From an optimization exercise on the open Yosys and OpenROAD flow, aimed at small area, a short achievable clock period and few clock cycles; shortcuts taken in it are not production practice.
Only simulation tests tie the RTL to the original design; equivalence was not proved.
Power and IR drop assume default switching activity.

the baseline:
==> flow/design.v (excerpt) <==
module receiver_expand #(
    parameter int D = 4
) (
    input  logic           clk,
    input  logic           rst,
    input  logic           start,
    input  logic [D-1:0]   alpha,
    input  logic           cw_valid,
    input  logic [127:0]   cw_data,
    output logic           cw_ready,
    output logic           prg_req,
    output logic [127:0]   prg_seed,
    input  logic           prg_ack,
    input  logic [127:0]   prg_left,
    input  logic [127:0]   prg_right,
    output logic           out_valid,
    input  logic           out_ready,
    output logic [D-1:0]   out_index,
    output logic [127:0]   out_data,
    output logic           out_punct,
    output logic           busy,
    output logic           done
);
    localparam int LV = $clog2(D);           
    localparam int CW = $clog2(D + 1);
    localparam logic [LV-1:0] LEAF = LV'(D - 1);
    localparam logic [LV-1:0] LAST = LV'(D - 2);
    logic             act, fin;
    logic [D-1:0]     alpha_q;
    logic [D-1:0]     asr;           
    logic [CW-1:0]    ncw;           
    logic [D:0]       nl;            
    logic             pre;           
    logic             zq;            
    logic             cq;            
    logic             zq1;           
    logic             n15;           
    logic             ncw3, ncw4;    
    logic [D-1:0]     oidx;          
    logic             ov, opunct;    
    logic [2:0]       dep;           
    logic [LV-1:0]    lx, l1, l2;    
    logic             kx, k1, k2;    
    logic             p_z, p_move, p_bexp, p_exp3, p_c4, p_expi, p_acc;
    logic [1:0]       p_pos;         
    logic             p_pop, p_bx;   
    logic [1:0]       p_ips;         
    logic [127:0]     X, S1, S2, OUT;
    function automatic logic [8:0] plan(
        input logic act_i, input logic fin_i, input logic zq_i, input logic cq_i,
        input logic nl4_i, input logic pre_i, input logic ncw3_i, input logic ncw4_i,
        input logic ov_i, input logic [2:0] dep_i,
        input logic [LV-1:0] lx_i, input logic [LV-1:0] l1_i, input logic [LV-1:0] l2_i,
  ...
export LEC_CHECK = 0
export CAP_MARGIN = 20
export CELL_PAD_IN_SITES_DETAIL_PLACEMENT = 1
export CORE_MARGIN = 2
export CORE_UTILIZATION = 40
export PLACE_DENSITY = 0.5
export SETUP_SLACK_MARGIN = 2.95
export SLEW_MARGIN = 20
export SYNTH_HIERARCHICAL = 1
export SYNTH_MINIMUM_KEEP_SIZE = 0
create_clock -name core_clock -period 6.0 [get_ports {clk}]
standard.sh (not shown) runs the stock make flow with config.mk's settings and CLKGATE_MAP_FILE= SYNTH_SCRIPT=/design/flow/synth_recipe.tcl, a recipe that flattens the netlist after the stock synthesis.
==> flow/flow/run.sh <==
#!/bin/bash
# Standard ORFS layout (the standard.sh, all steps unchanged) with one
# difference: the port buffers that global placement inserts use the
# smallest buffer cell; repair_design/repair_timing still resize them.
set -euo pipefail
export BUFFER_PORTS_ARGS="-buffer_cell sky130_fd_sc_hd__buf_1"
bash standard.sh > standard.log 2>&1
The baseline completed end to end with timing, DRC and antenna clean.
Testbench counts of the baseline, summed over its fixed seeds: cycles 4,363.
### the baseline -> the candidate
-- flow/config.mk --
<<< the baseline, line 13
export SETUP_SLACK_MARGIN = 2.95
export SLEW_MARGIN = 20
export SYNTH_HIERARCHICAL = 1
>>> the candidate, line 13
export SETUP_SLACK_MARGIN = 2.95
export SLEW_MARGIN = 60
export SYNTH_HIERARCHICAL = 1
## What came out
The candidate: all stages complete, timing, DRC and antenna checks passed. The candidate ends up with higher worst slack at placement than the baseline does. The candidate: number of buffers inserted by post-CTS setup repair 7 below the baseline. The candidate vs. the baseline: maximum frequency went up; post-layout worst setup margin went up; area occupied by registers did not really move. Between the baseline and the candidate, the difference in worst path required time is negligible. From the candidate to the baseline, sequential cell count did not move at all. Compared with the baseline, the candidate ends up with more cell area. The candidate vs the baseline: total area of multi-input combinational cells down slightly.

---

Setup of exp/harbor:
receiver_expand, a different RTL version from the one above (not shown whole).
Size in the first run: about 660 I/O pins.
## receiver_expand
module receiver_expand #(
    parameter int D = 4
) (
    input  logic           clk,
    input  logic           rst,
    input  logic           start,
    input  logic [D-1:0]   alpha,
    input  logic           cw_valid,
    input  logic [127:0]   cw_data,
    output logic           cw_ready,
    output logic           prg_req,
    output logic [127:0]   prg_seed,
    input  logic           prg_ack,
    input  logic [127:0]   prg_left,
    input  logic [127:0]   prg_right,
    output logic           out_valid,
    input  logic           out_ready,
    output logic [D-1:0]   out_index,
    output logic [127:0]   out_data,
    output logic           out_punct,
    output logic           busy,
    output logic           done
);
    localparam int LV = $clog2(D);           
    localparam int CW = $clog2(D + 1);
    localparam logic [LV-1:0] LEAF = LV'(D - 1);
    localparam logic [LV-1:0] LAST = LV'(D - 2);
    logic             act, fin;
    logic [D-1:0]     alpha_q;
    logic [D-1:0]     asr;           
    logic [CW-1:0]    ncw;           
    logic [D:0]       nl;            
    logic             pre;           
    logic             zq;            
    logic             cq;            
    logic             zq1;           
    logic             n15;           
    logic             ncw3, ncw4;    
    logic [D-1:0]     oidx;          
    logic             ov, opunct;    
    logic [2:0]       dep;           
    logic [LV-1:0]    lx, l1, l2;    
    logic             kx, k1, k2;    
  ...
export LEC_CHECK = 0
export CAP_MARGIN = 20
export CELL_PAD_IN_SITES_DETAIL_PLACEMENT = 1
export CORE_MARGIN = 2
export CORE_UTILIZATION = 40
export CTS_CLUSTER_DIAMETER = 100
export CTS_CLUSTER_SIZE = 22
export PLACE_DENSITY = 0.5
export SETUP_SLACK_MARGIN = 2.95
export SLEW_MARGIN = 20
export SYNTH_HIERARCHICAL = 1
export SYNTH_MINIMUM_KEEP_SIZE = 0
create_clock -name core_clock -period 6.0 [get_ports {clk}]
Scripts as last shown in full above: flow/flow/run.sh
Testbench counts of exp/harbor, summed over its fixed seeds: cycles 4,363.
## Diff of input files: exp/xenon against exp/harbor
Settings: changing CTS_CLUSTER_DIAMETER from 100 to 80; changing CTS_CLUSTER_SIZE from 22 to 16.
Results
exp/xenon vs. exp/harbor: routed wire length now sits higher; clock skew now sits higher; detailed-route wire length per cell now sits higher.
## Diff of input files: exp/quartz against exp/xenon
Settings: SLEW_MARGIN changed from 20 to 60; CTS_CLUSTER_DIAMETER removed (was 80); CTS_CLUSTER_SIZE removed (was 16).
### Flow results
- Critical path endpoint: S1[87]$_DFF_P_ -> exp/xenon, X[88]$_DFF_P_ -> exp/quartz
- Going from exp/xenon to exp/quartz, the global-route wire length before repair was found to have gone down by 3.7%.
- Per the comparison of exp/quartz with exp/xenon, clock network fraction of total power increased by 5.2 points relative to the old numbers; layout-stage area growth over the synthesis result now larger; clock power went up about 37%.
- exp/xenon vs exp/quartz, worst-path cell with the longest stage delay: sky130_fd_sc_hd__dfrtp_1 vs sky130_fd_sc_hd__dfxtp_2
- exp/quartz ends up with a DRC marker count from the first detailed-route iteration that is 266 lower than in exp/xenon.
- Total power up about 4% in exp/quartz wrt exp/xenon
--- input diff exp/quartz..exp/indigo ---
Settings: SLEW_MARGIN now 20, was 60.
[summary]
For the layout overhead on the synthesized area, exp/indigo came in 2.5 points lower than exp/quartz did.
Sequential share of layout area ends up higher on exp/indigo.
Between exp/quartz and exp/indigo, the difference in worst hold slack is negligible.
| post-layout instance count excluding filler cells | exp/quartz vs exp/indigo | ≈ equal |
Diff exp/quartz -> exp/indigo | critical path depth | decrease of 1
exp/indigo — diode insertion count for antenna repair 50% higher, exp/quartz as reference

[separate check: timing with driven ports]
How much do the figures lean on ideal ports? The routed layouts below were timed once more, with nothing changed but the port constraints.
Step 1 (the two cells are an assumption about what drives the block):
set clk [get_ports {clk}]
set_driving_cell -lib_cell sky130_fd_sc_hd__clkbuf_16 $clk
set_driving_cell -lib_cell sky130_fd_sc_hd__buf_2 [delete_from_list [all_inputs] $clk]
Step 2 times the ports against the registers' clock, not the clock port: input delays grow and output delays shrink by t, the midpoint of the rising clock arrivals with the driver on.
a / b / c = ideal ports / drivers / drivers and shift; a / b = the first two.
run | t, ns | slack for setup (ns) | clock arrival spread, ns | slew at the worst register clock pin (ns) | cell pins on the clock port's net
the baseline | 0.678 | 2.836 / 2.871 / 2.193 | 0.032 / 0.032 | 0.06 / 0.06 | 1
the candidate | 0.677 | 2.973 / 3.005 / 2.328 | 0.024 / 0.024 | 0.06 / 0.06 | 1
exp/harbor | 0.659 | 2.949 / 2.925 / 2.342 | 0.027 / 0.027 | 0.10 / 0.10 | 1
exp/xenon | 0.675 | 2.897 / 2.897 / 2.270 | 0.030 / 0.030 | 0.08 / 0.08 | 1
exp/quartz | 0.669 | 2.988 / 2.923 / 2.422 | 0.022 / 0.022 | 0.06 / 0.06 | 1
exp/indigo | 0.686 | 2.968 / 2.922 / 2.289 | 0.035 / 0.035 | 0.06 / 0.06 | 1
After both steps setup and hold are still met in every run listed. The setup slack of exp/indigo, which loses most, moves by -0.046 ns with the drivers and by -0.679 ns with both steps.
